Source: an optimization exercise on an open RTL-to-GDS flow (aim: small area, a short achievable clock period and few clock cycles). Production flows keep margins and buffers that such runs may drop.
Only simulation tests tie the RTL to the original design; equivalence was not proved.
Power figures rest on the tool's default switching activity, not on a simulated workload.

==> flow/design.v <==
`default_nettype none
package tmrbank_pkg;
  localparam int OP_W   = 3;
  localparam int SLOT_W = 4;
  localparam int INT_W  = 31;
  localparam int EV_W   = 2;
  localparam int STS_W  = 2;
  localparam logic [OP_W-1:0] OP_TICK       = 3'd0;
  localparam logic [OP_W-1:0] OP_START_ONE  = 3'd1;
  localparam logic [OP_W-1:0] OP_START_PER  = 3'd2;
  localparam logic [OP_W-1:0] OP_RESTART    = 3'd3;
  localparam logic [OP_W-1:0] OP_CANCEL     = 3'd4;
  localparam logic [OP_W-1:0] OP_CANCEL_ALL = 3'd5;
  localparam logic [EV_W-1:0] EV_EXPIRED = 2'd0;
  localparam logic [EV_W-1:0] EV_CREATED = 2'd1;
  localparam logic [EV_W-1:0] EV_ACK     = 2'd2;
  localparam logic [STS_W-1:0] STS_OK       = 2'd0;
  localparam logic [STS_W-1:0] STS_FULL     = 2'd1;
  localparam logic [STS_W-1:0] STS_INACTIVE = 2'd2;
  localparam int MAX_RES = 16;
  localparam int CNT_W   = 5;
  localparam int QDEPTH = 2;
  localparam int QCNT_W = 2;
  typedef struct packed {
    logic [OP_W-1:0]   op;
    logic [SLOT_W-1:0] slot;
    logic              slot_ok;
    logic [INT_W-1:0]  interval;
  } cmd_t;
endpackage
`default_nettype wire
`default_nettype none
`default_nettype wire
`default_nettype none
`default_nettype wire
`default_nettype none
import tmrbank_pkg::*;
module one_shot_periodic_timer_bank_top #(
  parameter int SLOT_COUNT = 16,
  parameter int TIME_BITS  = 16
) (
  input  wire logic                           clk,
  input  wire logic                           rst_n,
  input  wire logic                           in_valid,
  output logic                                in_ready,
  input  wire logic [tmrbank_pkg::OP_W-1:0]   in_operation,
  input  wire logic [tmrbank_pkg::SLOT_W-1:0] in_slot,
  input  wire logic [tmrbank_pkg::INT_W-1:0]  in_interval_ms,
  output logic                                out_valid,
  input  wire logic                           out_ready,
  output logic [tmrbank_pkg::EV_W-1:0]        out_event_res,
  output logic [tmrbank_pkg::SLOT_W-1:0]      out_slot_id,
  output logic [tmrbank_pkg::STS_W-1:0]       out_status,
  output logic                                out_was_periodic,
  output logic                                out_last
);
  localparam int N  = 16;
  localparam int TW = 16;
  logic [N-1:0]  a_r, b_r;
  logic [TW-1:0] dl_r [N];    
  logic [TW-1:0] em_r [N];    
  logic [N-1:0]  ez_r;        
  logic [TW-1:0] c_r;         
  logic [N-1:0]  mt_r;        
  logic [N-1:0]  fr_r;        
  logic          fu_r;        
  logic [N-1:0]  pm_r;        
  logic [N-1:0]  rl_r;        
  logic [N-1:0]  rb_r;        
  logic [TW-1:0] rb_e_r;      
  logic          rb_z_r;      
  logic          rdy_r;
  logic          tk_r;        
  logic          xv_r;
  logic [2:0]    xop_r;
  logic [3:0]    xslot_r;
  logic          xbig_r;       
  logic [TW-1:0] xeff_r;       
  logic          ov_r, sv_r;
  logic [9:0]    ob_r, sb_r;   
  function automatic logic [N-1:0] low_bit(input logic [N-1:0] m);
    logic [N-1:0] p;
    p = m;
    for (int s = 1; s < N; s = s * 2) p = p | (p << s);
    low_bit = m & ~(p << 1);
  endfunction
  function automatic logic [TW-1:0] ks_add(input logic [TW-1:0] a, input logic [TW-1:0] b);
    logic [TW-1:0] g, p, t;
    t = a ^ b;
    g = a & b;
    p = t;
    for (int s = 1; s < TW; s = s * 2) begin
      g = g | (p & (g << s));
      p = p & (p << s);
    end
    ks_add = t ^ (g << 1);
  endfunction
  function automatic logic [3:0] enc(input logic [N-1:0] oh);
    logic [3:0] r;
    r = '0;
    for (int i = 0; i < N; i++) if (oh[i]) r = r | 4'(i);
    enc = r;
  endfunction
  logic exec, o_free;
  assign exec   = xv_r && rdy_r;
  assign o_free = !ov_r || out_ready;
  logic is_tick, is_start, is_restart, is_cancel, is_cancel_all;
  assign is_tick       = tk_r;
  assign is_start      = exec && ((xop_r == OP_START_ONE) || (xop_r == OP_START_PER));
  assign is_restart    = exec && (xop_r == OP_RESTART);
  assign is_cancel     = exec && (xop_r == OP_CANCEL);
  assign is_cancel_all = exec && (xop_r == OP_CANCEL_ALL);
  logic [TW-1:0] em_sel;
  always_comb begin
    em_sel = '0;
    for (int i = 0; i < N; i++) em_sel = em_sel | (em_r[i] & {TW{rl_r[i]}});
  end
  logic         rb_z;
  logic [N-1:0] hit;
  assign rb_z = rb_z_r;
  always_comb begin
    for (int i = 0; i < N; i++) begin
      if (rl_r[i])      hit[i] = a_r[i] && ez_r[i];
      else if (rb_r[i]) hit[i] = a_r[i] && rb_z;
      else              hit[i] = a_r[i] && mt_r[i];
    end
  end
  logic [N-1:0] h_low, p_low;
  logic [N-1:0] h_rest, p_rest;
  assign h_low  = low_bit(hit);
  assign h_rest = hit & ~h_low;
  assign p_low  = low_bit(pm_r);
  assign p_rest = pm_r & ~p_low;
  logic [N-1:0]  act, free_low;
  logic          full;
  assign act      = a_r | b_r;
  assign free_low = fr_r;
  assign full     = fu_r;
  logic [N-1:0] sl_oh;
  logic         sl_act;
  assign sl_oh  = N'(1) << xslot_r;
  assign sl_act = |(act & sl_oh);
  logic [N-1:0] a_clr, b_clr;
  assign a_clr = ((hit & ~b_r) & {N{is_tick}}) | (sl_oh & {N{is_cancel}}) | {N{is_cancel_all}};
  assign b_clr = (sl_oh & {N{is_cancel}}) | {N{is_cancel_all}} | (free_low & {N{is_start}});
  logic [N-1:0] a_n, b_n;
  assign a_n = (a_r & ~a_clr) | (free_low & {N{is_start && !full && !xbig_r}});
  assign b_n = (b_r & ~b_clr) | (free_low & {N{is_start && !full && (xbig_r || (xop_r == OP_START_PER))}});
  logic [TW-1:0] c_n;
  logic [N-1:0]  mt_n;
  assign c_n = is_tick ? c_r + TW'(1) : c_r;
  always_comb begin
    for (int i = 0; i < N; i++)
      mt_n[i] = rb_r[i] ? (rb_e_r == TW'(is_tick)) : (dl_r[i] == c_n);
  end
  logic       x_beat;
  logic [9:0] x_b;
  always_comb begin
    x_beat = 1'b0;
    x_b    = {EV_EXPIRED, enc(h_low), STS_OK, |(h_low & b_r), (h_rest == '0)};
    unique case (xop_r)
      OP_TICK: begin
        x_beat = |hit;
      end
      OP_START_ONE, OP_START_PER: begin
        x_beat = 1'b1;
        x_b    = {EV_CREATED, full ? 4'd0 : enc(free_low), full ? STS_FULL : STS_OK, 1'b0, 1'b1};
      end
      OP_RESTART, OP_CANCEL: begin
        x_beat = 1'b1;
        x_b    = {EV_ACK, xslot_r, sl_act ? STS_OK : STS_INACTIVE, 1'b0, 1'b1};
      end
      OP_CANCEL_ALL: begin
        x_beat = 1'b1;
        x_b    = {EV_ACK, 4'd0, STS_OK, 1'b0, 1'b1};
      end
      default: ;
    endcase
    x_beat = x_beat && exec;
  end
  logic p_any, p_go;
  assign p_any = (pm_r != '0);
  assign p_go  = p_any && o_free && !sv_r;
  logic [9:0] nb;
  logic       nbv;
  always_comb begin
    if (sv_r) begin
      nb  = sb_r;
      nbv = 1'b1;
    end else if (p_any) begin
      nb  = {EV_EXPIRED, enc(p_low), STS_OK, |(p_low & b_r), (p_rest == '0)};
      nbv = 1'b1;
    end else begin
      nb  = x_b;
      nbv = x_beat;
    end
  end
  logic [N-1:0] pm_n;
  logic         pm_z_n, sv_n, xv_n, rdy_n;
  logic [2:0]   xop_n;
  always_comb begin
    pm_n   = pm_r;
    pm_z_n = !p_any;
    if (is_tick) begin
      pm_n   = h_rest;
      pm_z_n = (h_rest == '0);
    end else if (p_go) begin
      pm_n   = p_rest;
      pm_z_n = (p_rest == '0);
    end
    sv_n = !o_free && (sv_r || x_beat);
    xv_n  = rdy_r ? in_valid : xv_r;
    xop_n = rdy_r ? in_operation : xop_r;
    rdy_n = !xv_n || (pm_z_n && !sv_n);
  end
  always_ff @(posedge clk) begin
    if (!rst_n) begin
      a_r    <= '0;
      b_r    <= '0;
      fr_r   <= N'(1);
      fu_r   <= 1'b0;
      c_r    <= TW'(1);
      pm_r   <= '0;
      rl_r   <= '0;
      rb_r   <= '0;
      rdy_r  <= 1'b1;
      tk_r   <= 1'b0;
      xv_r   <= 1'b0;
      ov_r   <= 1'b0;
      sv_r   <= 1'b0;
    end else begin
      if (o_free) ov_r <= nbv;
      sv_r   <= sv_n;
      pm_r   <= pm_n;
      xv_r   <= xv_n;
      rdy_r  <= rdy_n;
      tk_r   <= xv_n && rdy_n && (xop_n == OP_TICK);
      rb_r   <= rl_r;
      rl_r   <= ((p_low & b_r) & {N{p_go}}) |
                ((h_low & b_r) & {N{is_tick}}) |
                (free_low & {N{is_start && !full}}) |
                (sl_oh & {N{is_restart && sl_act}});
      c_r    <= c_n;
      a_r    <= a_n;
      b_r    <= b_n;
      fr_r   <= low_bit(~(a_n | b_n));
      fu_r   <= &(a_n | b_n);
    end
  end
  always_ff @(posedge clk) begin
    rb_e_r <= em_sel - (is_tick ? TW'(2) : TW'(1));
    rb_z_r <= (em_sel == (is_tick ? TW'(2) : TW'(1)));
    mt_r   <= mt_n;
    if (o_free) ob_r <= nb;
    if (!o_free && x_beat) sb_r <= x_b;
    if (rdy_r) begin
      xop_r   <= in_operation;
      xslot_r <= in_slot;
      xbig_r  <= |in_interval_ms[INT_W-1:TW];
      xeff_r  <= {in_interval_ms[TW-1:1], in_interval_ms[0] || (in_interval_ms[TW-1:0] == '0)};
    end
    for (int i = 0; i < N; i++) begin
      if (rb_r[i]) dl_r[i] <= ks_add(c_r, rb_e_r);
      if (is_start && !full && free_low[i]) begin
        em_r[i] <= xeff_r;
        ez_r[i] <= (xeff_r == TW'(1));
      end
    end
  end
  assign in_ready         = rdy_r;
  assign out_valid        = ov_r;
  assign {out_event_res, out_slot_id, out_status, out_was_periodic, out_last} = ob_r;
endmodule
`default_nettype wire
Settings: LEC_CHECK=0, CAP_MARGIN=20, CORE_MARGIN=2, CORE_UTILIZATION=70, CTS_CLUSTER_DIAMETER=100, CTS_CLUSTER_SIZE=25, SLEW_MARGIN=20; clock period 10.0 ns.
standard.sh (not shown) runs the stock make flow with config.mk's settings and CLKGATE_MAP_FILE= SYNTH_SCRIPT=/design/flow/synth_recipe.tcl, a recipe that flattens the netlist after the stock synthesis.
==> flow/flow/run.sh <==
#!/bin/bash
# The standard layout (standard.sh: ORFS synthesis through finish, unchanged),
# with the timing repair after CTS and after global routing told to aim for
# SETUP_SLACK_MARGIN ns of setup slack, so it works toward a shorter period
# than the 10 ns clock. make's whole output goes to flow_make.log here; ORFS
# also keeps each step's log under orfs/logs.
set -euo pipefail
bash standard.sh SETUP_SLACK_MARGIN=7 finish > flow_make.log 2>&1
The starting point finished with timing, DRC and antenna clean.
Testbench counts at the start, summed over its fixed seeds: cycles 39,461.
Then changed:
--- a/flow/flow/run.sh
+++ b/flow/flow/run.sh
@@ -8 +8 @@
-bash standard.sh SETUP_SLACK_MARGIN=7 finish > flow_make.log 2>&1
+bash standard.sh SETUP_SLACK_MARGIN=6.75 finish > flow_make.log 2>&1
- CORE_UTILIZATION: 70 -> 60
Power went down by 0.35%.
Wire length went down by 8.5%.
Combinational power went down by 15%.
Cell count went up by 1.8%.
Register-to-register slack gets better by 0.06 ns.
Via count went down by 7.2%.
Setup slack gets worse by 0.026 ns.
Global-route usage went down by 8.0 points.
Utilization went down by 14 points.

[static timing again, ports no longer ideal]
The results above use ideal ports. As a check the final layouts listed here were re-extracted and re-timed, cells and wires unchanged.
Step 1 (the two cells are an assumption about what drives the block):
set clk [get_ports {clk}]
set_driving_cell -lib_cell sky130_fd_sc_hd__clkbuf_16 $clk
set_driving_cell -lib_cell sky130_fd_sc_hd__buf_2 [delete_from_list [all_inputs] $clk]
Step 2 moves the port delays by t, midway between the first and last clock arrival at a register: inputs arrive t later, outputs are due t later. That takes back most of the time a late clock gives input paths.
Three values: ideal ports, drivers, drivers and shift; two values: the first two.
run	t (ns)	setup WS [ns]	worst slew at a driven data input, ns	pins driven straight from the clock port
the first run	0.643	6.727 / 6.727 / 6.339	0.06	1
the second run	0.655	6.701 / 6.639 / 6.145	0.04	1
After both steps every run listed still meets setup and hold. For the second run, which loses most, drivers alone change the setup slack by -0.062 ns; drivers and shift together by -0.556 ns.
